What follows belongs to an exercise in optimizing a design on an open flow for small area, a short achievable clock period and few clock cycles; a production flow would make more cautious choices. Only simulation tests tie the RTL to the original design; equivalence was not proved.

## flow/design.v (module list and top-level ports; edited modules follow where they fit)
// module matrix_seq: 119 lines
// module mac_lane: 71 lines
// module mac_ylane: 59 lines
// module booth_enc17: 34 lines
// module booth_enc16: 31 lines
// module wino_lane_tree: 1663 lines
// module wino_y_tree: 1399 lines
// module result_drain: 93 lines
// module matrix_mac_top: 97 lines
module matrix_mac_top (
        input  logic                        clk,
        input  logic                        rst,
        input  logic                        trg,
        input  logic [COL_W-1:0]            num_cols,
        input  logic [BEAT_W-1:0]           num_beats,
        input  logic [NUM_LANES*WORD_W-1:0] adc_rdat,
        input  logic [WORD_W-1:0]           coe_rdat,
        input  logic                        res_credit,
        output logic [BEAT_W-1:0]           adc_adr,
        output logic [COE_ADR_W-1:0]        coe_adr,
        output logic                        busy,
        output logic                        res_valid,
        output logic [LANE_W-1:0]           res_lane,
        output logic [ACC_W-1:0]            res_dat
);
  // ...
==> flow/flow/run.sh <==
#!/bin/bash
# Layout flow: the standard ORFS flow, with the synthesis script changed so that
# Yosys's generic "synth -run fine:" step skips its quick ABC pass (-noabc). That pass
# scrambles the polarity of the carry-save adder trees, which extract_fa then maps with
# extra inverters. Registers and everything after synthesis are as in the standard flow.
# Extra ORFS variables for the layout steps are read from flow/extra_vars.txt.
set -euo pipefail
D=$(pwd)
mkdir -p "$D/mylogs"
sed -e 's/synth -top \$::env(DESIGN_NAME) -run fine: {\*}\$synth_full_args/synth -top $::env(DESIGN_NAME) -run fine: -noabc {*}$synth_full_args/' \
    "$FLOW_HOME/scripts/synth.tcl" > "$D/synth_noabc.tcl"
grep -q 'run fine: -noabc' "$D/synth_noabc.tcl"
sed -e "s#source \$::env(SCRIPTS_DIR)/synth.tcl#source $D/synth_noabc.tcl#" synth_recipe.tcl > "$D/my_synth.tcl"
grep -q "synth_noabc.tcl" "$D/my_synth.tcl"
EXTRA=""
if [[ -f flow/extra_vars.txt ]]; then EXTRA=$(grep -v '^#' flow/extra_vars.txt | tr '\n' ' '); fi
sed -e "s#SYNTH_SCRIPT=[^ ]*#SYNTH_SCRIPT=$D/my_synth.tcl#" \
    -e "s#\"\${@:-finish}\"#$EXTRA \"\${@:-finish}\"#" standard.sh > "$D/my_standard.sh"
grep -q "my_synth.tcl" "$D/my_standard.sh"
bash "$D/my_standard.sh" > "$D/mylogs/flow_make.log" 2>&1
==> flow/flow/extra_vars.txt <==
SETUP_SLACK_MARGIN=5.5
==> flow/standard.sh <==
#!/bin/bash
# synth_recipe.tcl (not shown) runs the flow's synth.tcl, then flattens the netlist and writes it again
# the make line also repeats each setting of config.mk as NAME=value (left out here)
make -C /OpenROAD-flow-scripts/flow DESIGN_CONFIG=/design/flow/config.mk WORK_HOME=/design/flow/orfs CLKGATE_MAP_FILE= SYNTH_SCRIPT=/design/flow/synth_recipe.tcl "${@:-finish}"
==> flow/config.mk <==
export PLATFORM = sky130hd
export DESIGN_NAME = matrix_mac_top
export DESIGN_NICKNAME = matrix_mac_top
export VERILOG_FILES = /design/flow/design.v
export SDC_FILE = /design/flow/constraint.sdc
export NUM_CORES = 4
export LEC_CHECK = 0
export ABC_CLOCK_PERIOD_IN_PS = 4000
export CAP_MARGIN = 20
export CORE_MARGIN = 2
export CORE_UTILIZATION = 40
export SETUP_SLACK_MARGIN = 5
export SLEW_MARGIN = 20
==> flow/constraint.sdc <==
create_clock -name core_clock -period 10.0 [get_ports {clk}]
set_input_delay 2.0000 -clock core_clock [delete_from_list [all_inputs] [get_ports {clk}]]
set_output_delay 2.0000 -clock core_clock [all_outputs]
set_load 0.01 [all_outputs]
==> impl_metrics.tcl, run 1 <==
set metrics [dict create \
    status "complete, no violations" \
    synth_ff_type "dfxtp_1" \
    clk_share_pct 4.014 \
    nNetsFinal 14754 \
    grt_max_degree 77 \
    first_global_vias 94501 \
    maxCapViolCount 0 \
    cp_max_fo 10 \
    rsz0062_at_grt "true" \
    dpl_cell_area_um2 134200 \
    crit_family "compound AO/OA/AOI/OAI gates" \
    crit_required_ns 10.74 \
    start_util_pct 40.18 \
    buffer_area_share_pct 5.207 \
    r2r_end "i_result_drain.res_dat[38]$_DFF_P_" \
    fp.dieW_um 566.5 \
    crit_start "i_result_drain.lane_idx[0]$_SDFFE_PP0P_" \
    finalWirelength_um 465800 \
    seq_area_frac_synth_pct 26.14 \
    tritoncts "yes" \
    firstDrtPassIters 9 \
    dp_hpwl_um 338700 \
    final_common_cell "xnor2_1" \
    yosysWarnings 5 \
    topRoutingLayerUsed "met5" \
    cts_root_buffer "clkbuf_16" \
    cts_hold_buf 0 \
    fillers 29549 \
    worst_slack_ns 5.335 \
    synth_cells 12227 \
    instances_no_fill 16490 \
    async_flop_share_pct 0 \
    tightest_slew_ns 1.157 \
    synth_cell_types 110 \
]
Testbench counts, summed over its fixed seeds: cycles 38,803.
==> module mac_lane, before the edit <==
module mac_lane (
        input  logic              clk,
        input  logic [WORD_W-1:0] adc_word,
        input  logic [WORD_W-1:0] coe_word,   
        input  logic              cin,        
        input  logic              ld_nx,      
        input  logic              ld_inv,     
        input  logic              ld_init,    
        input  logic              init_zero,  
        input  logic              grp_now,    
        output logic [ACC_W-1:0]  acc_out,    
        output logic [ACC_W-1:0]  acc
);
        logic [16:0]        ub, ud;
        logic [8:0]         ub_one, ub_two, ub_neg, ud_one, ud_two, ud_neg;
        logic [16:0]        ua_r, uc_r;
        logic [8:0]         ub_one_r, ub_two_r, ub_neg_r, ud_one_r, ud_two_r, ud_neg_r;
        logic [ACC_W-1:0]   ts, tc;
        logic [ACC_W-1:0]   s_r, c_r;
        logic [CORR_W-1:0]  x_r;
        logic [ACC_W-1:0]   cs_s, cs_c;
        logic [ACC_W-1:0]   acc_nx;
        assign ub = {adc_word[31], adc_word[31:16]} + {coe_word[15], coe_word[15:0]};
        assign ud = {adc_word[63], adc_word[63:48]} + {coe_word[47], coe_word[47:32]};
        booth_enc17 i_enc_b (.b(ub), .one(ub_one), .two(ub_two), .neg(ub_neg));
        booth_enc17 i_enc_d (.b(ud), .one(ud_one), .two(ud_two), .neg(ud_neg));
        always_ff @(posedge clk) begin
                ua_r     <= {adc_word[15], adc_word[15:0]} + {coe_word[31], coe_word[31:16]};
                uc_r     <= {adc_word[47], adc_word[47:32]} + {coe_word[63], coe_word[63:48]};
                ub_one_r <= ub_one;
                ub_two_r <= ub_two;
                ub_neg_r <= ub_neg;
                ud_one_r <= ud_one;
                ud_two_r <= ud_two;
                ud_neg_r <= ud_neg;
        end
        wino_lane_tree i_tree (
                .ua     (ua_r),
                .uc     (uc_r),
                .ub_one (ub_one_r),
                .ub_two (ub_two_r),
                .ub_neg (ub_neg_r),
                .ud_one (ud_one_r),
                .ud_two (ud_two_r),
                .ud_neg (ud_neg_r),
                .s      (ts),
                .c      (tc)
        );
        always_ff @(posedge clk) begin
                s_r <= ts;
                c_r <= tc;
        end
        always_comb begin
                cs_s = acc ^ s_r ^ c_r;
                cs_c = {(acc[ACC_W-2:0] & s_r[ACC_W-2:0]) |
                        (acc[ACC_W-2:0] & c_r[ACC_W-2:0]) |
                        (s_r[ACC_W-2:0] & c_r[ACC_W-2:0]), cin};
        end
        assign acc_nx  = cs_s + cs_c;
        assign acc_out = grp_now ? acc_nx : acc;
        always_ff @(posedge clk) begin
                if (ld_inv)
                        acc <= ~acc_nx;
                else if (ld_init)
                        acc <= init_zero ? '0 : ~{{(ACC_W-CORR_W){x_r[CORR_W-1]}}, x_r};
                else if (ld_nx)
                        acc <= acc_nx;
                if (ld_inv)
                        x_r <= acc_nx[CORR_W-1:0];
        end
endmodule
==> module result_drain, before the edit <==
module result_drain (
        input  logic                       clk,
        input  logic                       rst,
        input  logic                       t3_v,
        input  logic                       t3_last,
        input  logic                       t3_pre,
        input  logic                       t3_jl,
        input  logic [NUM_LANES*ACC_W-1:0] lane_acc,    
        input  logic [CORR_W-1:0]          y_acc,
        input  logic                       res_credit,
        output logic                       flush,
        output logic                       cin,
        output logic                       ld_nx,
        output logic                       ld_inv,
        output logic                       ld_init,
        output logic                       init_zero,
        output logic                       y_zero,
        output logic                       grp_now,
        output logic                       res_valid,
        output logic [LANE_W-1:0]          res_lane,
        output logic [ACC_W-1:0]           res_dat
);
        logic [ACC_W-1:0]  grp [NUM_LANES];
        logic [CORR_W-1:0] grp_y;
        logic              grp_v;
        logic [LANE_W-1:0] lane_idx;
        logic [CRED_W-1:0] cred_cnt;
        logic              acc_full;
        logic              pend_jl;
        logic              acc_en;
        logic              pre_done;
        logic              col_done;
        logic              xfer_late;
        logic              xfer;
        logic              send;
        logic              grp_free;
        assign send      = grp_v && (cred_cnt != '0);
        assign grp_free  = !grp_v || (send && lane_idx == LANE_W'(NUM_LANES - 1));
        assign flush     = t3_v && acc_full;
        assign acc_en    = t3_v && !acc_full && !rst;
        assign pre_done  = acc_en && t3_last && t3_pre;
        assign col_done  = acc_en && t3_last && !t3_pre;
        assign grp_now   = col_done && grp_free;
        assign xfer_late = acc_full && grp_free;
        assign xfer      = grp_now || xfer_late;
        assign ld_inv    = pre_done;
        assign ld_init   = xfer || rst;
        assign init_zero = rst || (grp_now ? t3_jl : pend_jl);
        assign ld_nx     = acc_en && !pre_done && !grp_now;
        assign y_zero    = rst || pre_done || xfer;
        always_ff @(posedge clk) begin
                if (rst) begin
                        acc_full  <= 1'b0;
                        pend_jl   <= 1'b0;
                        cin       <= 1'b0;
                        grp_v     <= 1'b0;
                        lane_idx  <= '0;
                        cred_cnt  <= CRED_W'(OUT_CREDITS);
                        res_valid <= 1'b0;
                end else begin
                        acc_full  <= (acc_full || col_done) && !grp_free;
                        if (col_done)
                                pend_jl <= t3_jl;
                        if (ld_inv)
                                cin <= 1'b1;
                        else if (ld_init)
                                cin <= !init_zero;
                        else if (ld_nx)
                                cin <= 1'b0;
                        cred_cnt  <= cred_cnt + CRED_W'(res_credit) - CRED_W'(send);
                        res_valid <= send;
                        if (xfer) begin
                                grp_v    <= 1'b1;
                                lane_idx <= '0;
                        end else if (send) begin
                                lane_idx <= lane_idx + 1'b1;
                                if (lane_idx == LANE_W'(NUM_LANES - 1))
                                        grp_v <= 1'b0;
                        end
                end
        end
        always_ff @(posedge clk) begin
                if (xfer) begin
                        for (int i = 0; i < NUM_LANES; i++)
                                grp[i] <= lane_acc[i*ACC_W +: ACC_W];
                        grp_y <= y_acc;
                end
        end
        always_ff @(posedge clk) begin
                res_lane <= lane_idx;
                res_dat  <= grp[lane_idx] - {{(ACC_W-CORR_W){grp_y[CORR_W-1]}}, grp_y};
        end
endmodule
==> run 2, diff against run 1 <==
--- a/flow/design.v
+++ b/flow/design.v
@@ -149,7 +149,6 @@
         output logic [ACC_W-1:0]  acc_out,    
         output logic [ACC_W-1:0]  acc
 );
-        logic [16:0]        ub, ud;
         logic [8:0]         ub_one, ub_two, ub_neg, ud_one, ud_two, ud_neg;
         logic [16:0]        ua_r, uc_r;
         logic [8:0]         ub_one_r, ub_two_r, ub_neg_r, ud_one_r, ud_two_r, ud_neg_r;
@@ -158,10 +157,10 @@
         logic [CORR_W-1:0]  x_r;
         logic [ACC_W-1:0]   cs_s, cs_c;
         logic [ACC_W-1:0]   acc_nx;
-        assign ub = {adc_word[31], adc_word[31:16]} + {coe_word[15], coe_word[15:0]};
-        assign ud = {adc_word[63], adc_word[63:48]} + {coe_word[47], coe_word[47:32]};
-        booth_enc17 i_enc_b (.b(ub), .one(ub_one), .two(ub_two), .neg(ub_neg));
-        booth_enc17 i_enc_d (.b(ud), .one(ud_one), .two(ud_two), .neg(ud_neg));
+        smb_enc17 i_enc_b (.a(adc_word[31:16]), .b(coe_word[15:0]),
+                           .one(ub_one), .two(ub_two), .neg(ub_neg));
+        smb_enc17 i_enc_d (.a(adc_word[63:48]), .b(coe_word[47:32]),
+                           .one(ud_one), .two(ud_two), .neg(ud_neg));
         always_ff @(posedge clk) begin
                 ua_r     <= {adc_word[15], adc_word[15:0]} + {coe_word[31], coe_word[31:16]};
                 uc_r     <= {adc_word[47], adc_word[47:32]} + {coe_word[63], coe_word[63:48]};
@@ -266,39 +265,103 @@
                         acc <= acc_nx;
         end
 endmodule
-module booth_enc17 (
-  input  logic [16:0] b,
-  output logic [8:0] one,
-  output logic [8:0] two,
-  output logic [8:0] neg
+module smb_enc17 (
+  input  logic [15:0] a,
+  input  logic [15:0] b,
+  output logic [8:0]  one,
+  output logic [8:0]  two,
+  output logic [8:0]  neg
 );
-  assign one[0] = b[0] ^ 1'b0;
-  assign two[0] = (b[1] & ~b[0] & ~1'b0) | (~b[1] & b[0] & 1'b0);
-  assign neg[0] = b[1] & ~(b[0] & 1'b0);
-  assign one[1] = b[2] ^ b[1];
-  assign two[1] = (b[3] & ~b[2] & ~b[1]) | (~b[3] & b[2] & b[1]);
-  assign neg[1] = b[3] & ~(b[2] & b[1]);
-  assign one[2] = b[4] ^ b[3];
-  assign two[2] = (b[5] & ~b[4] & ~b[3]) | (~b[5] & b[4] & b[3]);
-  assign neg[2] = b[5] & ~(b[4] & b[3]);
-  assign one[3] = b[6] ^ b[5];
-  assign two[3] = (b[7] & ~b[6] & ~b[5]) | (~b[7] & b[6] & b[5]);
-  assign neg[3] = b[7] & ~(b[6] & b[5]);
-  assign one[4] = b[8] ^ b[7];
-  assign two[4] = (b[9] & ~b[8] & ~b[7]) | (~b[9] & b[8] & b[7]);
-  assign neg[4] = b[9] & ~(b[8] & b[7]);
-  assign one[5] = b[10] ^ b[9];
-  assign two[5] = (b[11] & ~b[10] & ~b[9]) | (~b[11] & b[10] & b[9]);
-  assign neg[5] = b[11] & ~(b[10] & b[9]);
-  assign one[6] = b[12] ^ b[11];
-  assign two[6] = (b[13] & ~b[12] & ~b[11]) | (~b[13] & b[12] & b[11]);
-  assign neg[6] = b[13] & ~(b[12] & b[11]);
-  assign one[7] = b[14] ^ b[13];
-  assign two[7] = (b[15] & ~b[14] & ~b[13]) | (~b[15] & b[14] & b[13]);
-  assign neg[7] = b[15] & ~(b[14] & b[13]);
-  assign one[8] = b[16] ^ b[15];
-  assign two[8] = (b[16] & ~b[16] & ~b[15]) | (~b[16] & b[16] & b[15]);
-  assign neg[8] = b[16] & ~(b[16] & b[15]);
+  logic [15:0] ap, bp;
+  logic [15:0] s;
+  logic [16:0] c;
+  logic [7:0]  e;
+  assign ap = {~a[15], a[14:0]};
+  assign bp = {~b[15], b[14:0]};
+  assign c[0] = 1'b0;
+  logic h0;
+  assign s[0] = ap[0] ^ bp[0];
+  assign h0 = ap[0] & bp[0];
+  assign s[1] = ap[1] ^ bp[1] ^ h0;
+  assign c[2] = (ap[1] & bp[1]) | (ap[1] & h0) | (bp[1] & h0);
+  assign c[1] = 1'b0;
+  logic h1;
+  assign s[2] = ap[2] ^ bp[2];
+  assign h1 = ap[2] & bp[2];
+  assign s[3] = ap[3] ^ bp[3] ^ h1;
+  assign c[4] = (ap[3] & bp[3]) | (ap[3] & h1) | (bp[3] & h1);
+  assign c[3] = 1'b0;
+  logic h2;
+  assign s[4] = ap[4] ^ bp[4];
+  assign h2 = ap[4] & bp[4];
+  assign s[5] = ap[5] ^ bp[5] ^ h2;
+  assign c[6] = (ap[5] & bp[5]) | (ap[5] & h2) | (bp[5] & h2);
+  assign c[5] = 1'b0;
+  logic h3;
+  assign s[6] = ap[6] ^ bp[6];
+  assign h3 = ap[6] & bp[6];
+  assign s[7] = ap[7] ^ bp[7] ^ h3;
+  assign c[8] = (ap[7] & bp[7]) | (ap[7] & h3) | (bp[7] & h3);
+  assign c[7] = 1'b0;
+  logic h4;
+  assign s[8] = ap[8] ^ bp[8];
+  assign h4 = ap[8] & bp[8];
+  assign s[9] = ap[9] ^ bp[9] ^ h4;
+  assign c[10] = (ap[9] & bp[9]) | (ap[9] & h4) | (bp[9] & h4);
+  assign c[9] = 1'b0;
+  logic h5;
+  assign s[10] = ap[10] ^ bp[10];
+  assign h5 = ap[10] & bp[10];
+  assign s[11] = ap[11] ^ bp[11] ^ h5;
+  assign c[12] = (ap[11] & bp[11]) | (ap[11] & h5) | (bp[11] & h5);
+  assign c[11] = 1'b0;
+  logic h6;
+  assign s[12] = ap[12] ^ bp[12];
+  assign h6 = ap[12] & bp[12];
+  assign s[13] = ap[13] ^ bp[13] ^ h6;
+  assign c[14] = (ap[13] & bp[13]) | (ap[13] & h6) | (bp[13] & h6);
+  assign c[13] = 1'b0;
+  logic h7;
+  assign s[14] = ap[14] ^ bp[14];
+  assign h7 = ap[14] & bp[14];
+  assign s[15] = ap[15] ^ bp[15] ^ h7;
+  assign c[16] = (ap[15] & bp[15]) | (ap[15] & h7) | (bp[15] & h7);
+  assign c[15] = 1'b0;
+  assign e[0] = s[1] | (c[0] & s[0]);
+  assign e[1] = s[3] | (c[2] & s[2]);
+  assign e[2] = s[5] | (c[4] & s[4]);
+  assign e[3] = s[7] | (c[6] & s[6]);
+  assign e[4] = s[9] | (c[8] & s[8]);
+  assign e[5] = s[11] | (c[10] & s[10]);
+  assign e[6] = s[13] | (c[12] & s[12]);
+  assign e[7] = s[15] | (c[14] & s[14]);
+  assign one[0] = (~c[0] & s[0] & ~s[1] & ~1'b0) | (~c[0] & s[0] & s[1] & ~1'b0) | (c[0] & ~s[0] & ~s[1] & ~1'b0) | (c[0] & ~s[0] & s[1] & ~1'b0);
+  assign two[0] = (~c[0] & ~s[0] & s[1] & ~1'b0) | (c[0] & s[0] & ~s[1] & ~1'b0);
+  assign neg[0] = (~c[0] & ~s[0] & s[1] & ~1'b0) | (~c[0] & s[0] & s[1] & ~1'b0) | (c[0] & ~s[0] & s[1] & ~1'b0) | (c[0] & s[0] & ~s[1] & ~1'b0);
+  assign one[1] = (~c[2] & ~s[2] & ~s[3] & e[0]) | (~c[2] & ~s[2] & s[3] & e[0]) | (~c[2] & s[2] & ~s[3] & ~e[0]) | (~c[2] & s[2] & s[3] & ~e[0]) | (c[2] & ~s[2] & ~s[3] & ~e[0]) | (c[2] & ~s[2] & s[3] & ~e[0]) | (c[2] & s[2] & ~s[3] & e[0]) | (c[2] & s[2] & s[3] & e[0]);
+  assign two[1] = (~c[2] & ~s[2] & s[3] & ~e[0]) | (~c[2] & s[2] & ~s[3] & e[0]) | (c[2] & ~s[2] & ~s[3] & e[0]) | (c[2] & s[2] & ~s[3] & ~e[0]);
+  assign neg[1] = (~c[2] & ~s[2] & s[3] & ~e[0]) | (~c[2] & ~s[2] & s[3] & e[0]) | (~c[2] & s[2] & s[3] & ~e[0]) | (c[2] & ~s[2] & s[3] & ~e[0]) | (c[2] & s[2] & ~s[3] & ~e[0]) | (c[2] & s[2] & ~s[3] & e[0]);
+  assign one[2] = (~c[4] & ~s[4] & ~s[5] & e[1]) | (~c[4] & ~s[4] & s[5] & e[1]) | (~c[4] & s[4] & ~s[5] & ~e[1]) | (~c[4] & s[4] & s[5] & ~e[1]) | (c[4] & ~s[4] & ~s[5] & ~e[1]) | (c[4] & ~s[4] & s[5] & ~e[1]) | (c[4] & s[4] & ~s[5] & e[1]) | (c[4] & s[4] & s[5] & e[1]);
+  assign two[2] = (~c[4] & ~s[4] & s[5] & ~e[1]) | (~c[4] & s[4] & ~s[5] & e[1]) | (c[4] & ~s[4] & ~s[5] & e[1]) | (c[4] & s[4] & ~s[5] & ~e[1]);
+  assign neg[2] = (~c[4] & ~s[4] & s[5] & ~e[1]) | (~c[4] & ~s[4] & s[5] & e[1]) | (~c[4] & s[4] & s[5] & ~e[1]) | (c[4] & ~s[4] & s[5] & ~e[1]) | (c[4] & s[4] & ~s[5] & ~e[1]) | (c[4] & s[4] & ~s[5] & e[1]);
+  assign one[3] = (~c[6] & ~s[6] & ~s[7] & e[2]) | (~c[6] & ~s[6] & s[7] & e[2]) | (~c[6] & s[6] & ~s[7] & ~e[2]) | (~c[6] & s[6] & s[7] & ~e[2]) | (c[6] & ~s[6] & ~s[7] & ~e[2]) | (c[6] & ~s[6] & s[7] & ~e[2]) | (c[6] & s[6] & ~s[7] & e[2]) | (c[6] & s[6] & s[7] & e[2]);
+  assign two[3] = (~c[6] & ~s[6] & s[7] & ~e[2]) | (~c[6] & s[6] & ~s[7] & e[2]) | (c[6] & ~s[6] & ~s[7] & e[2]) | (c[6] & s[6] & ~s[7] & ~e[2]);
+  assign neg[3] = (~c[6] & ~s[6] & s[7] & ~e[2]) | (~c[6] & ~s[6] & s[7] & e[2]) | (~c[6] & s[6] & s[7] & ~e[2]) | (c[6] & ~s[6] & s[7] & ~e[2]) | (c[6] & s[6] & ~s[7] & ~e[2]) | (c[6] & s[6] & ~s[7] & e[2]);
+  assign one[4] = (~c[8] & ~s[8] & ~s[9] & e[3]) | (~c[8] & ~s[8] & s[9] & e[3]) | (~c[8] & s[8] & ~s[9] & ~e[3]) | (~c[8] & s[8] & s[9] & ~e[3]) | (c[8] & ~s[8] & ~s[9] & ~e[3]) | (c[8] & ~s[8] & s[9] & ~e[3]) | (c[8] & s[8] & ~s[9] & e[3]) | (c[8] & s[8] & s[9] & e[3]);
+  assign two[4] = (~c[8] & ~s[8] & s[9] & ~e[3]) | (~c[8] & s[8] & ~s[9] & e[3]) | (c[8] & ~s[8] & ~s[9] & e[3]) | (c[8] & s[8] & ~s[9] & ~e[3]);
+  assign neg[4] = (~c[8] & ~s[8] & s[9] & ~e[3]) | (~c[8] & ~s[8] & s[9] & e[3]) | (~c[8] & s[8] & s[9] & ~e[3]) | (c[8] & ~s[8] & s[9] & ~e[3]) | (c[8] & s[8] & ~s[9] & ~e[3]) | (c[8] & s[8] & ~s[9] & e[3]);
+  assign one[5] = (~c[10] & ~s[10] & ~s[11] & e[4]) | (~c[10] & ~s[10] & s[11] & e[4]) | (~c[10] & s[10] & ~s[11] & ~e[4]) | (~c[10] & s[10] & s[11] & ~e[4]) | (c[10] & ~s[10] & ~s[11] & ~e[4]) | (c[10] & ~s[10] & s[11] & ~e[4]) | (c[10] & s[10] & ~s[11] & e[4]) | (c[10] & s[10] & s[11] & e[4]);
+  assign two[5] = (~c[10] & ~s[10] & s[11] & ~e[4]) | (~c[10] & s[10] & ~s[11] & e[4]) | (c[10] & ~s[10] & ~s[11] & e[4]) | (c[10] & s[10] & ~s[11] & ~e[4]);
+  assign neg[5] = (~c[10] & ~s[10] & s[11] & ~e[4]) | (~c[10] & ~s[10] & s[11] & e[4]) | (~c[10] & s[10] & s[11] & ~e[4]) | (c[10] & ~s[10] & s[11] & ~e[4]) | (c[10] & s[10] & ~s[11] & ~e[4]) | (c[10] & s[10] & ~s[11] & e[4]);
+  assign one[6] = (~c[12] & ~s[12] & ~s[13] & e[5]) | (~c[12] & ~s[12] & s[13] & e[5]) | (~c[12] & s[12] & ~s[13] & ~e[5]) | (~c[12] & s[12] & s[13] & ~e[5]) | (c[12] & ~s[12] & ~s[13] & ~e[5]) | (c[12] & ~s[12] & s[13] & ~e[5]) | (c[12] & s[12] & ~s[13] & e[5]) | (c[12] & s[12] & s[13] & e[5]);
+  assign two[6] = (~c[12] & ~s[12] & s[13] & ~e[5]) | (~c[12] & s[12] & ~s[13] & e[5]) | (c[12] & ~s[12] & ~s[13] & e[5]) | (c[12] & s[12] & ~s[13] & ~e[5]);
+  assign neg[6] = (~c[12] & ~s[12] & s[13] & ~e[5]) | (~c[12] & ~s[12] & s[13] & e[5]) | (~c[12] & s[12] & s[13] & ~e[5]) | (c[12] & ~s[12] & s[13] & ~e[5]) | (c[12] & s[12] & ~s[13] & ~e[5]) | (c[12] & s[12] & ~s[13] & e[5]);
+  assign one[7] = (~c[14] & ~s[14] & ~s[15] & e[6]) | (~c[14] & ~s[14] & s[15] & e[6]) | (~c[14] & s[14] & ~s[15] & ~e[6]) | (~c[14] & s[14] & s[15] & ~e[6]) | (c[14] & ~s[14] & ~s[15] & ~e[6]) | (c[14] & ~s[14] & s[15] & ~e[6]) | (c[14] & s[14] & ~s[15] & e[6]) | (c[14] & s[14] & s[15] & e[6]);
+  assign two[7] = (~c[14] & ~s[14] & s[15] & ~e[6]) | (~c[14] & s[14] & ~s[15] & e[6]) | (c[14] & ~s[14] & ~s[15] & e[6]) | (c[14] & s[14] & ~s[15] & ~e[6]);
+  assign neg[7] = (~c[14] & ~s[14] & s[15] & ~e[6]) | (~c[14] & ~s[14] & s[15] & e[6]) | (~c[14] & s[14] & s[15] & ~e[6]) | (c[14] & ~s[14] & s[15] & ~e[6]) | (c[14] & s[14] & ~s[15] & ~e[6]) | (c[14] & s[14] & ~s[15] & e[6]);
+  assign one[8] = ~(c[16] ^ e[7]);
+  assign two[8] = 1'b0;
+  assign neg[8] = ~c[16] & ~e[7];
 endmodule
 module booth_enc16 (
   input  logic [15:0] b,
@@ -331,6 +394,274 @@
   assign two[7] = (b[15] & ~b[14] & ~b[13]) | (~b[15] & b[14] & b[13]);
   assign neg[7] = b[15] & ~(b[14] & b[13]);
 endmodule
+module bk_add40 (
+  input  logic [39:0] a,
+  input  logic [39:0] b,
+  input  logic        ci,
+  output logic [39:0] y
+);
+  logic [39:0] p, g;
+  assign p = a ^ b;
+  assign g = a & b;
+  logic G0c;
+  assign G0c = g[0] | (p[0] & ci);
+  logic G0, P0;
+  assign G0 = g[1] | (p[1] & G0c);
+  assign P0 = p[1] & 1'b0;
+  logic G1, P1;
+  assign G1 = g[3] | (p[3] & g[2]);
+  assign P1 = p[3] & p[2];
+  logic G2, P2;
+  assign G2 = g[5] | (p[5] & g[4]);
+  assign P2 = p[5] & p[4];
+  logic G3, P3;
+  assign G3 = g[7] | (p[7] & g[6]);
+  assign P3 = p[7] & p[6];
+  logic G4, P4;
+  assign G4 = g[9] | (p[9] & g[8]);
+  assign P4 = p[9] & p[8];
+  logic G5, P5;
+  assign G5 = g[11] | (p[11] & g[10]);
+  assign P5 = p[11] & p[10];
+  logic G6, P6;
+  assign G6 = g[13] | (p[13] & g[12]);
+  assign P6 = p[13] & p[12];
+  logic G7, P7;
+  assign G7 = g[15] | (p[15] & g[14]);
+  assign P7 = p[15] & p[14];
+  logic G8, P8;
+  assign G8 = g[17] | (p[17] & g[16]);
+  assign P8 = p[17] & p[16];
+  logic G9, P9;
+  assign G9 = g[19] | (p[19] & g[18]);
+  assign P9 = p[19] & p[18];
+  logic G10, P10;
+  assign G10 = g[21] | (p[21] & g[20]);
+  assign P10 = p[21] & p[20];
+  logic G11, P11;
+  assign G11 = g[23] | (p[23] & g[22]);
+  assign P11 = p[23] & p[22];
+  logic G12, P12;
+  assign G12 = g[25] | (p[25] & g[24]);
+  assign P12 = p[25] & p[24];
+  logic G13, P13;
+  assign G13 = g[27] | (p[27] & g[26]);
+  assign P13 = p[27] & p[26];
+  logic G14, P14;
+  assign G14 = g[29] | (p[29] & g[28]);
+  assign P14 = p[29] & p[28];
+  logic G15, P15;
+  assign G15 = g[31] | (p[31] & g[30]);
+  assign P15 = p[31] & p[30];
+  logic G16, P16;
+  assign G16 = g[33] | (p[33] & g[32]);
+  assign P16 = p[33] & p[32];
+  logic G17, P17;
+  assign G17 = g[35] | (p[35] & g[34]);
+  assign P17 = p[35] & p[34];
+  logic G18, P18;
+  assign G18 = g[37] | (p[37] & g[36]);
+  assign P18 = p[37] & p[36];
+  logic G19, P19;
+  assign G19 = g[39] | (p[39] & g[38]);
+  assign P19 = p[39] & p[38];
+  logic G20, P20;
+  assign G20 = G1 | (P1 & G0);
+  assign P20 = P1 & P0;
+  logic G21, P21;
+  assign G21 = G3 | (P3 & G2);
+  assign P21 = P3 & P2;
+  logic G22, P22;
+  assign G22 = G5 | (P5 & G4);
+  assign P22 = P5 & P4;
+  logic G23, P23;
+  assign G23 = G7 | (P7 & G6);
+  assign P23 = P7 & P6;
+  logic G24, P24;
+  assign G24 = G9 | (P9 & G8);
+  assign P24 = P9 & P8;
+  logic G25, P25;
+  assign G25 = G11 | (P11 & G10);
+  assign P25 = P11 & P10;
+  logic G26, P26;
+  assign G26 = G13 | (P13 & G12);
+  assign P26 = P13 & P12;
+  logic G27, P27;
+  assign G27 = G15 | (P15 & G14);
+  assign P27 = P15 & P14;
+  logic G28, P28;
+  assign G28 = G17 | (P17 & G16);
+  assign P28 = P17 & P16;
+  logic G29, P29;
+  assign G29 = G19 | (P19 & G18);
+  assign P29 = P19 & P18;
+  logic G30, P30;
+  assign G30 = G21 | (P21 & G20);
+  assign P30 = P21 & P20;
+  logic G31, P31;
+  assign G31 = G23 | (P23 & G22);
+  assign P31 = P23 & P22;
+  logic G32, P32;
+  assign G32 = G25 | (P25 & G24);
+  assign P32 = P25 & P24;
+  logic G33, P33;
+  assign G33 = G27 | (P27 & G26);
+  assign P33 = P27 & P26;
+  logic G34, P34;
+  assign G34 = G29 | (P29 & G28);
+  assign P34 = P29 & P28;
+  logic G35, P35;
+  assign G35 = G31 | (P31 & G30);
+  assign P35 = P31 & P30;
+  logic G36, P36;
+  assign G36 = G33 | (P33 & G32);
+  assign P36 = P33 & P32;
+  logic G37, P37;
+  assign G37 = G36 | (P36 & G35);
+  assign P37 = P36 & P35;
+  logic G38, P38;
+  assign G38 = G32 | (P32 & G35);
+  assign P38 = P32 & P35;
+  logic G39, P39;
+  assign G39 = G34 | (P34 & G37);
+  assign P39 = P34 & P37;
+  logic G40, P40;
+  assign G40 = G22 | (P22 & G30);
+  assign P40 = P22 & P30;
+  logic G41, P41;
+  assign G41 = G24 | (P24 & G35);
+  assign P41 = P24 & P35;
+  logic G42, P42;
+  assign G42 = G26 | (P26 & G38);
+  assign P42 = P26 & P38;
+  logic G43, P43;
+  assign G43 = G28 | (P28 & G37);
+  assign P43 = P28 & P37;
+  logic G44, P44;
+  assign G44 = G2 | (P2 & G20);
+  assign P44 = P2 & P20;
+  logic G45, P45;
+  assign G45 = G4 | (P4 & G30);
+  assign P45 = P4 & P30;
+  logic G46, P46;
+  assign G46 = G6 | (P6 & G40);
+  assign P46 = P6 & P40;
+  logic G47, P47;
+  assign G47 = G8 | (P8 & G35);
+  assign P47 = P8 & P35;
+  logic G48, P48;
+  assign G48 = G10 | (P10 & G41);
+  assign P48 = P10 & P41;
+  logic G49, P49;
+  assign G49 = G12 | (P12 & G38);
+  assign P49 = P12 & P38;
+  logic G50, P50;
+  assign G50 = G14 | (P14 & G42);
+  assign P50 = P14 & P42;
+  logic G51, P51;
+  assign G51 = G16 | (P16 & G37);
+  assign P51 = P16 & P37;
+  logic G52, P52;
+  assign G52 = G18 | (P18 & G43);
+  assign P52 = P18 & P43;
+  logic G53, P53;
+  assign G53 = g[2] | (p[2] & G0);
+  assign P53 = p[2] & P0;
+  logic G54, P54;
+  assign G54 = g[4] | (p[4] & G20);
+  assign P54 = p[4] & P20;
+  logic G55, P55;
+  assign G55 = g[6] | (p[6] & G44);
+  assign P55 = p[6] & P44;
+  logic G56, P56;
+  assign G56 = g[8] | (p[8] & G30);
+  assign P56 = p[8] & P30;
+  logic G57, P57;
+  assign G57 = g[10] | (p[10] & G45);
+  assign P57 = p[10] & P45;
+  logic G58, P58;
+  assign G58 = g[12] | (p[12] & G40);
+  assign P58 = p[12] & P40;
+  logic G59, P59;
+  assign G59 = g[14] | (p[14] & G46);
+  assign P59 = p[14] & P46;
+  logic G60, P60;
+  assign G60 = g[16] | (p[16] & G35);
+  assign P60 = p[16] & P35;
+  logic G61, P61;
+  assign G61 = g[18] | (p[18] & G47);
+  assign P61 = p[18] & P47;
+  logic G62, P62;
+  assign G62 = g[20] | (p[20] & G41);
+  assign P62 = p[20] & P41;
+  logic G63, P63;
+  assign G63 = g[22] | (p[22] & G48);
+  assign P63 = p[22] & P48;
+  logic G64, P64;
+  assign G64 = g[24] | (p[24] & G38);
+  assign P64 = p[24] & P38;
+  logic G65, P65;
+  assign G65 = g[26] | (p[26] & G49);
+  assign P65 = p[26] & P49;
+  logic G66, P66;
+  assign G66 = g[28] | (p[28] & G42);
+  assign P66 = p[28] & P42;
+  logic G67, P67;
+  assign G67 = g[30] | (p[30] & G50);
+  assign P67 = p[30] & P50;
+  logic G68, P68;
+  assign G68 = g[32] | (p[32] & G37);
+  assign P68 = p[32] & P37;
+  logic G69, P69;
+  assign G69 = g[34] | (p[34] & G51);
+  assign P69 = p[34] & P51;
+  logic G70, P70;
+  assign G70 = g[36] | (p[36] & G43);
+  assign P70 = p[36] & P43;
+  logic G71, P71;
+  assign G71 = g[38] | (p[38] & G52);
+  assign P71 = p[38] & P52;
+  assign y[0] = p[0] ^ ci;
+  assign y[1] = p[1] ^ G0c;
+  assign y[2] = p[2] ^ G0;
+  assign y[3] = p[3] ^ G53;
+  assign y[4] = p[4] ^ G20;
+  assign y[5] = p[5] ^ G54;
+  assign y[6] = p[6] ^ G44;
+  assign y[7] = p[7] ^ G55;
+  assign y[8] = p[8] ^ G30;
+  assign y[9] = p[9] ^ G56;
+  assign y[10] = p[10] ^ G45;
+  assign y[11] = p[11] ^ G57;
+  assign y[12] = p[12] ^ G40;
+  assign y[13] = p[13] ^ G58;
+  assign y[14] = p[14] ^ G46;
+  assign y[15] = p[15] ^ G59;
+  assign y[16] = p[16] ^ G35;
+  assign y[17] = p[17] ^ G60;
+  assign y[18] = p[18] ^ G47;
+  assign y[19] = p[19] ^ G61;
+  assign y[20] = p[20] ^ G41;
+  assign y[21] = p[21] ^ G62;
+  assign y[22] = p[22] ^ G48;
+  assign y[23] = p[23] ^ G63;
+  assign y[24] = p[24] ^ G38;
+  assign y[25] = p[25] ^ G64;
+  assign y[26] = p[26] ^ G49;
+  assign y[27] = p[27] ^ G65;
+  assign y[28] = p[28] ^ G42;
+  assign y[29] = p[29] ^ G66;
+  assign y[30] = p[30] ^ G50;
+  assign y[31] = p[31] ^ G67;
+  assign y[32] = p[32] ^ G37;
+  assign y[33] = p[33] ^ G68;
+  assign y[34] = p[34] ^ G51;
+  assign y[35] = p[35] ^ G69;
+  assign y[36] = p[36] ^ G43;
+  assign y[37] = p[37] ^ G70;
+  assign y[38] = p[38] ^ G52;
+  assign y[39] = p[39] ^ G71;
+endmodule
 module wino_lane_tree (
   input  logic [16:0] ua,
   input  logic [16:0] uc,
@@ -3421,6 +3752,9 @@
         logic [CORR_W-1:0] grp_y;
         logic              grp_v;
         logic [LANE_W-1:0] lane_idx;
+        logic [NUM_LANES-1:0] lane_sel;   
+        logic [ACC_W-1:0]  grp_sel;
+        logic              rst_dp;     
         logic [CRED_W-1:0] cred_cnt;
         logic              acc_full;
         logic              pend_jl;
@@ -3441,10 +3775,10 @@
         assign xfer_late = acc_full && grp_free;
         assign xfer      = grp_now || xfer_late;
         assign ld_inv    = pre_done;
-        assign ld_init   = xfer || rst;
-        assign init_zero = rst || (grp_now ? t3_jl : pend_jl);
+        assign ld_init   = xfer || rst_dp;
+        assign init_zero = rst_dp || (grp_now ? t3_jl : pend_jl);
         assign ld_nx     = acc_en && !pre_done && !grp_now;
-        assign y_zero    = rst || pre_done || xfer;
+        assign y_zero    = rst_dp || pre_done || xfer;
         always_ff @(posedge clk) begin
                 if (rst) begin
                         acc_full  <= 1'b0;
@@ -3452,6 +3786,7 @@
                         cin       <= 1'b0;
                         grp_v     <= 1'b0;
                         lane_idx  <= '0;
+                        lane_sel  <= NUM_LANES'(1);
                         cred_cnt  <= CRED_W'(OUT_CREDITS);
                         res_valid <= 1'b0;
                 end else begin
@@ -3469,13 +3804,17 @@
                         if (xfer) begin
                                 grp_v    <= 1'b1;
                                 lane_idx <= '0;
+                                lane_sel <= NUM_LANES'(1);
                         end else if (send) begin
                                 lane_idx <= lane_idx + 1'b1;
+                                lane_sel <= {lane_sel[NUM_LANES-2:0], lane_sel[NUM_LANES-1]};
                                 if (lane_idx == LANE_W'(NUM_LANES - 1))
                                         grp_v <= 1'b0;
                         end
                 end
         end
+        always_ff @(posedge clk)
+                rst_dp <= rst;
         always_ff @(posedge clk) begin
                 if (xfer) begin
                         for (int i = 0; i < NUM_LANES; i++)
@@ -3483,9 +3822,17 @@
                         grp_y <= y_acc;
                 end
         end
+        always_comb begin
+                grp_sel = '0;
+                for (int i = 0; i < NUM_LANES; i++)
+                        grp_sel = grp_sel | (grp[i] & {ACC_W{lane_sel[i]}});
+        end
+        logic [ACC_W-1:0] res_nx;
+        bk_add40 i_sub (.a(grp_sel), .b(~{{(ACC_W-CORR_W){grp_y[CORR_W-1]}}, grp_y}),
+                        .ci(1'b1), .y(res_nx));
         always_ff @(posedge clk) begin
                 res_lane <= lane_idx;
-                res_dat  <= grp[lane_idx] - {{(ACC_W-CORR_W){grp_y[CORR_W-1]}}, grp_y};
+                res_dat  <= res_nx;
         end
 endmodule
 `timescale 1ns/1ps
--- a/flow/flow/run.sh
+++ b/flow/flow/run.sh
@@ -3,7 +3,8 @@
 # Yosys's generic "synth -run fine:" step skips its quick ABC pass (-noabc). That pass
 # scrambles the polarity of the carry-save adder trees, which extract_fa then maps with
 # extra inverters. Registers and everything after synthesis are as in the standard flow.
-# Extra ORFS variables for the layout steps are read from flow/extra_vars.txt.
+# Extra ORFS variables for the layout steps (e.g. a tighter setup slack margin for the
+# repair steps) are read from flow/extra_vars.txt.
 set -euo pipefail
 D=$(pwd)
 mkdir -p "$D/mylogs"
==> flow/flow/extra_vars.txt (replaced) <==
SETUP_SLACK_MARGIN=5.7
==> run 2 against run 1 <==
Against the previous run:
- non-clock buffer count shrank 42
- wire length up 0.77%
- global-route usage grew 0.75 points
- count of clock-buffer cells in the layout is 10 lower
- critical path depth down 8
- via count is 0.79% lower
- die area is 1.5% lower
- register-to-register slack improved by 0.38 ns
- clock skew increased by 0.0098 ns
- maximum frequency grew 8.8%
- design area shrank 1.7%
- critical path type unchanged
==> impl_metrics.tcl, run 2 <==
set metrics [dict create \
    first_global_vias 96691 \
    reg_top3 "g_lane.i_mac_lane.acc: 160 flops, i_result_drain.grp: 160 flops, g_lane.i_mac_lane.x_r: 148 flops" \
    routabilityCongestion 0.9832 \
    syn2layout_area_growth_pct 12.52 \
    crit_required_ns 10.70 \
    ys_ff_latch 1405 \
    path_cells "a22oi_1 > xnor2_1 > fa_1 > fa_1 > fa_1 > fa_1 > fa_1 > fa_1" \
    setup_viol 0 \
    worstReg2RegStart "g_lane[1].i_mac_lane.ua_r[14]$_DFF_P_" \
    dp_hpwl_um 340300 \
    synth_cell_types 88 \
    crit_type "flop to flop" \
    crit_start "g_lane[1].i_mac_lane.ua_r[14]$_DFF_P_" \
    setup-tns-final_ns 0 \
    yosysWarnings 5 \
    critPathMostFrequentCell "fa_1" \
    drive_above_1_share_pct 9.366 \
    htreeDepth 4 \
    cp.arrival_ns 4.99 \
    netlist_top_cells_count "xnor2_1 (1698), fa_1 (1601), a22oi_1 (1337)" \
    drc_errors 0 \
    clkTransAtPathRegs_ns 0.06 \
    vias 96070 \
    grtUsageTotal_pct 29.10 \
    reg2reg_depth 8 \
    slew_violations 0 \
    r2r_end "g_lane[1].i_mac_lane.c_r[22]$_DFF_P_" \
    start_util_pct 40.29 \
    final_antenna_net_count 0 \
    synthMostInstantiatedCell "xnor2_1" \
    die_h_um 562.2 \
    synth_ff_type "dfxtp_1" \
    netlist.area_leader.share_pct 25.71 \
    start_kind "flop" \
    yosysTopAreaCell "fa_1" \
    hold_viol 0 \
    cp_slowest_stage_delay_ns 0.75 \
    tightest_slew_ns 1.197 \
    skew_ns 0.06652 \
    vias_per_cell 5.990 \
    min_period_ns 4.289 \
    cts-buffers-inserted 165 \
    synthTopCellsByArea "fa_1 (26%), dfxtp_1 (14%), edfxtp_1 (12%), xnor2_1 (12%), a22oi_1 (8.1%)" \
    synth_cells 11893 \
    cts.sinks 1405 \
    num_rows 204 \
    wl_per_cell_um 29.27 \
    io_pins 392 \
    fp.dieW_um 562.2 \
    die_area_um2 316100 \
    fmax_ghz 0.2332 \
    mostFrequentLayoutCells "xnor2_1 (1695), fa_1 (1591), a22oi_1 (1333)" \
    slew_headroom_pct 20.05 \
    syn_area_um2 124600 \
    finalWirelength_um 469400 \
    grt_pass1_wl_um 674100 \
    core_area_um2 309400 \
    r2r_setup_slack_ns 5.71 \
    rsz0062_at_grt "true" \
    cp_max_fo 17 \
    critPathSlowestCell "dfxtp_2" \
    drt_iter0_drc 11090 \
    final_common_cell "xnor2_1" \
    firstDrtPassIters 9 \
    status "complete, no violations" \
    synth-edff-count 505 \
    period_share_pct 42.89 \
    clk_latency_ns 0.87 \
    portBuffers 391 \
    timing.hold.ws_ns 0.3334 \
    synth.avg_cell_area_um2 10.48 \
    synthesis.nets 14444 \
    seq_area_frac_synth_pct 26.62 \
    maxCapViolCount 0 \
    cts_root_buffer "clkbuf_16" \
    nNetsFinal 14301 \
    tritoncts "yes" \
    grt_max_degree 85 \
    grt_overflow 0 \
    antenna_found_initial 37 \
    hold_path_class "flop to flop" \
    critPathCapture "g_lane[1].i_mac_lane.c_r[22]$_DFF_P_" \
    cts_hold_buf 0 \
    cp-end-kind "flop" \
    clock_path_buffers 4 \
    async_flop_share_pct 0 \
]
==> run 2: cell count changes after synthesis, sizes merged, moves of 47 or more <==
cell / delta
a22oi: +70
ha: -126
nand3: -61
nor2b: -47
fa: +75
nor2: -85
==> run 2: per-stage QoR <==
step | utilization (%) | std cells | cell area [um2] | setup slack, ns
floorplan | - | 11893 | 124800 | 2.401
global placement | 42.57 | 15574 | 131700 | 2.903
detailed placement | 42.57 | 15574 | 131700 | 2.845
CTS | 45.00 | 15960 | 139200 | 5.670
global route | 45.31 | 16007 | 140200 | 5.609
finish | 45.34 | 16038 | 140300 | 5.711
==> run 2: routing by layer <==
layer / routed length (um) / up-vias / global-route usage (%)
met5: 131 / - / 0
met4: 38940 / 20 / 21.95
met3: 49460 / 1272 / 8.138
met2: 203700 / 5659 / 42.79
met1: 177200 / 48484 / 36.31
li1: - / 40635 / -
==> run 2: cell type report <==
type / count / area (um2)
diodes: 34 / 85.08
clock buffers: 209 / 4603
clock inverters: 92 / 978.4
fillers: 28602 / 169100
inverters: 443 / 1679
multi-input cells: 9028 / 87130
flip-flops and latches: 1405 / 33530
well taps: 4120 / 5155
repair buffers: 706 / 7091
repair inverters: 1 / 8.758
==> run 2: how the worst min path moves through the flow <==
| stage | endpoint | startpoint | slack (ns) | depth (start not counted) |
|---|---|---|---|---|
| detailed placement | i_matrix_seq.t3_pre$_DFF_P_ | i_matrix_seq.t2_pre$_DFF_P_ | 0.31 | 0 |
| global route | i_matrix_seq.t2_jl$_DFF_P_ | i_matrix_seq.t1_jl$_DFF_P_ | 0.34 | 0 |
| floorplan | i_matrix_seq.t2_jl$_DFF_P_ | i_matrix_seq.t1_jl$_DFF_P_ | 0.31 | 0 |
| CTS | i_matrix_seq.t2_jl$_DFF_P_ | i_matrix_seq.t1_jl$_DFF_P_ | 0.34 | 0 |
| finish | i_matrix_seq.t2_jl$_DFF_P_ | i_matrix_seq.t1_jl$_DFF_P_ | 0.33 | 0 |
| global placement | i_matrix_seq.t3_last$_DFF_P_ | i_matrix_seq.t2_last$_DFF_P_ | 0.31 | 0 |
==> run 2: worst max-delay path: cells and delay by family, from the launching register on <==
family          cells  cell delay (ns)
fa+ha+maj           6             2.94
flops               1             0.75
xor+xnor            1             0.24
compound gates      1             0.22
==> run 2: kinds of logic after synthesis <==
kind of cell	after synthesis	synth area share (%)
AND/OR/NAND/NOR	1904	6.701
adder cells (fa/ha/maj)	2223	31.94
XOR/XNOR	1985	13.95
buffers and inverters	1467	4.431
multiplexers	69	0.5852
AO/OA/AOI/OAI	2840	15.77
flip-flops	1405	26.62
==> run 2: what timing repair did <==
item                       4_1_cts  5_1_grt
gates cloned                    17        5
gates resized for setup        340      157
pin swaps                       40       50
buffers inserted                68       37
setup endpoints to repair      845      483
Testbench counts of run 2, summed over its fixed seeds: cycles 38,803.

==> port drivers added, routing unchanged <==
The results above use ideal ports. As a check the final layouts listed here were re-extracted and re-timed, cells and wires unchanged.
Step 1 assumes that a clkbuf_16 drives the clock port and a buf_2 every other input.
Step 2 moves the port delays by t, midway between the first and last clock arrival at a register: inputs arrive t later, outputs are due t later. That takes back most of the time a late clock gives input paths.
Slacks: ideal ports / drivers / drivers and shift; pairs: ideal ports / drivers.
| run | t (ns) | setup WS [ns] | worst slew at a driven data input, ns |
|---|---|---|---|
| run 1 | 0.941 | 5.335 / 5.335 / 4.620 | 0.12 |
| run 2 | 0.950 | 5.711 / 5.711 / 4.853 | 0.16 |
After both steps every run listed still meets setup and hold. For run 2, which loses most, drivers alone change the setup slack by 0.000 ns; drivers and shift together by -0.858 ns.
